From an optimization exercise on the open Yosys and OpenROAD flow, aimed at small area, a short achievable clock period and few clock cycles; shortcuts taken in it are not production practice.

==> flow/design.v (excerpt) <==
module tetris_top (
    input  logic   clk,
    input  logic   rst_n,
    input  logic   in_valid,
    input  tetris_pkg::shape_t tetrominoes,
    input  tetris_pkg::col_t   position,
    output logic   score_valid,
    output tetris_pkg::score_t score,
    output logic   fail,
    output logic   tetris_valid,
    output tetris_pkg::board_t tetris
);
    localparam int W  = 6;
    localparam int H  = 12;
    localparam int HE = 16;
    logic [W*H-1:0] board_q;
    logic           busy_q;      
    logic           more_q;      
    logic           clr_q;       
    logic [3:0]     count_q;     
    logic [3:0]     score_q;
    logic [3:0]     bot_q;       
    logic [2:0]     shape_q;
    logic [2:0]     col_q;
    logic [W*H-1:0] sky;
    always_comb begin
        for (int c = 0; c < W; c++) begin
            sky[c*H + H-1] = board_q[(H-1)*W + c];
            for (int y = H-2; y >= 0; y--)
                sky[c*H + y] = sky[c*H + y+1] | board_q[y*W + c];
        end
    end
    function automatic logic [3:0] t2b(input logic [H-1:0] t);
        logic [3:0] v;
        v[3] = t[7];
        v[2] = t[3] & ~t[7] | t[11];
        v[1] = t[1] & ~t[3] | t[5] & ~t[7] | t[9] & ~t[11];
        v[0] = t[0] & ~t[1] | t[2] & ~t[3] | t[4] & ~t[5] | t[6] & ~t[7] |
               t[8] & ~t[9] | t[10] & ~t[11];
        t2b = v;
    endfunction
    logic [4*W-1:0] h0;    
    always_comb begin
        for (int c = 0; c < W; c++)
            h0[4*c +: 4] = t2b(sky[c*H +: H]);
    end
    logic [7:0] pd;      
  ...
clock: 12.0 ns
lec_check: 0
cap_margin: 20
core_margin: 2
core_utilization: 30
setup_slack_margin: 5
slew_margin: 20
run.sh (not shown) runs the stock make flow with config.mk's settings and CLKGATE_MAP_FILE= SYNTH_SCRIPT=/design/flow/synth_recipe.tcl, a recipe that flattens the netlist after the stock synthesis.
The first run completed without violations.
Next try:
--- a/flow/design.v
+++ b/flow/design.v
@@ -73,72 +73,54 @@
                t[8] & ~t[9] | t[10] & ~t[11];
         t2b = v;
     endfunction
     logic [4*W-1:0] h0;    
     always_comb begin
         for (int c = 0; c < W; c++)
             h0[4*c +: 4] = t2b(sky[c*H +: H]);
     end
     logic [7:0] pd;      
     logic [7:0] sd;      
     always_comb begin
-        for (int i = 0; i < 8; i++) begin
-            pd[i] = (position == 3'(i));
-            sd[i] = (tetrominoes == 3'(i));
-        end
+        pd = '0; pd[position] = 1'b1;
+        sd = '0; sd[tetrominoes] = 1'b1;
     end
     logic [3:0] w0, w1, w2, w3;      
     logic [5:0] pe;                  
     always_comb begin
         pe = pd[5:0] & {6{~clr_q}};
         w0 = '0; w1 = '0; w2 = '0; w3 = '0;
         for (int c = 0; c < W; c++) begin
             w0 = w0 | (pe[c] ? h0[4*c +: 4] : 4'd0);
             if (c >= 1) w1 = w1 | (pe[c-1] ? h0[4*c +: 4] : 4'd0);
             if (c >= 2) w2 = w2 | (pe[c-2] ? h0[4*c +: 4] : 4'd0);
             if (c >= 3) w3 = w3 | (pe[c-3] ? h0[4*c +: 4] : 4'd0);
         end
     end
     function automatic logic [3:0] dec1(input logic [3:0] x);
-        logic nz;
-        nz = |x;
-        dec1[0] = ~x[0] & nz;
-        dec1[1] = ~(x[1] ^ x[0]) & nz;
-        dec1[2] = (x[2] ^ ~(x[1] | x[0])) & nz;
-        dec1[3] = x[3] & (x[2] | x[1] | x[0]);
+        dec1 = (x == 4'd0) ? 4'd0 : x - 4'd1;
     endfunction
     function automatic logic [3:0] dec2(input logic [3:0] x);
-        logic nz;
-        nz = |x[3:1];
-        dec2[0] = x[0] & nz;
-        dec2[1] = ~x[1] & nz;
-        dec2[2] = (x[2] ^ ~x[1]) & nz;
-        dec2[3] = x[3] & (x[2] | x[1]);
-    endfunction
-    function automatic logic gt4(input logic [3:0] a, input logic [3:0] b);
-        logic [3:0] g, e;
-        g = a & ~b;
-        e = ~(a ^ b);
-        gt4 = g[3] | e[3] & g[2] | e[3] & e[2] & g[1] | e[3] & e[2] & e[1] & g[0];
+        dec2 = (x[3:1] == 3'd0) ? 4'd0 : x - 4'd2;
     endfunction
     logic [3:0] v0, v1, v2, v3;
     always_comb begin
         v0 = sd[3] ? dec2(w0) : sd[6] ? dec1(w0) : w0;
         v1 = sd[4] ? dec1(w1) : sd[1] ? 4'd0 : w1;
         v2 = (sd[4] | sd[7]) ? dec1(w2) : sd[2] ? w2 : 4'd0;
         v3 = sd[2] ? w3 : 4'd0;
     end
     logic [3:0] m01, m23, bot;
-    assign m01 = gt4(v0, v1) ? v0 : v1;
-    assign m23 = gt4(v2, v3) ? v2 : v3;
-    assign bot = gt4(m01, m23) ? m01 : m23;
+    assign m01 = (v0 > v1) ? v0 : v1;
+    assign m23 = (v2 > v3) ? v2 : v3;
+    assign bot = (m01 > m23) ? m01 : m23;
     logic [4*W-1:0] pat;     
     always_comb begin
         logic [4*W-1:0] p;
         case (shape_q)
             3'd0: p = {6'b000000, 6'b000000, 6'b000011, 6'b000011};
             3'd1: p = {6'b000001, 6'b000001, 6'b000001, 6'b000001};
             3'd2: p = {6'b000000, 6'b000000, 6'b000000, 6'b001111};
             3'd3: p = {6'b000000, 6'b000011, 6'b000010, 6'b000010};
             3'd4: p = {6'b000000, 6'b000000, 6'b000111, 6'b000001};
             3'd5: p = {6'b000000, 6'b000001, 6'b000001, 6'b000011};
             3'd6: p = {6'b000000, 6'b000001, 6'b000011, 6'b000010};
@@ -176,28 +158,26 @@
                     ext13 = ext13 | (bd[r-i] & pany[i]);
     end
     logic [H-1:0] full;
     logic [H-1:0] up;
     logic         any_full, multi;
     always_comb begin
         for (int r = 0; r < H; r++)
             full[r] = &mrg[r*W +: W];
         up[0] = full[0];
         for (int r = 1; r < H; r++)
             up[r] = up[r-1] | full[r];
-        any_full = |full;
+        any_full = up[H-1];
         multi = 1'b0;
         for (int r = 1; r < H; r++)
-            for (int d = 1; d <= 3; d++)
-                if (r - d >= 0)
-                    multi = multi | (full[r] & full[(r - d >= 0) ? r-d : 0]);
+            multi = multi | (full[r] & up[r-1]);
     end
     logic ext0, ext1, over, rep, last, gend;
     always_comb begin
         ext1 = ext13;
         ext0 = ext13 | (|mrg[W*H +: W]);
         rep  = busy_q & ~multi;
         over = rep & (any_full ? ext1 : ext0);
         last = rep & (count_q == 4'd15);
         gend = over | last;
     end
     logic [W*H-1:0] nb;
Sequential share of layout area decreases by 1.4 points.
Worst setup slack gets worse by 0.089 ns.
Wire length increases by 4.7%.
Global-route usage came out higher by 0.81 points.
Final cell count grows by about 5.6%.
Critical path depth stays the same.
Clock-buffer cell count went down by 1.
Sequential cell count stays the same.
No run of this note included a check of the RTL's function; only the layout flow was run.

==> static timing again, ports no longer ideal <==
In the flow no input, the clock included, has a driving cell. The finished layouts below were timed again as built, in two steps. Step 1: set_driving_cell puts a clkbuf_16 on clk and a buf_2 on each other input, an assumption about the parent block. Step 2, shift: input delay + t, output delay - t, t = (earliest + latest rising clock arrival at the registers) / 2. This alone moves slack from input paths to output paths. Three values: ideal ports, drivers, drivers and shift; two values: the first two.
run	t (ns)	setup WS [ns]	hold WS [ns]	worst setup path after step 2	worst slew at a driven data input, ns
the first run	0.405	4.939 / 4.893 / 4.778	0.541 / 0.541 / 0.541	input to register	0.04
the second run	0.414	4.851 / 4.800 / 4.699	0.532 / 0.532 / 0.532	input to register	0.08
After both steps every run listed still meets setup and hold. For the first run, which loses most, drivers alone change the setup slack by -0.046 ns; drivers and shift together by -0.161 ns.
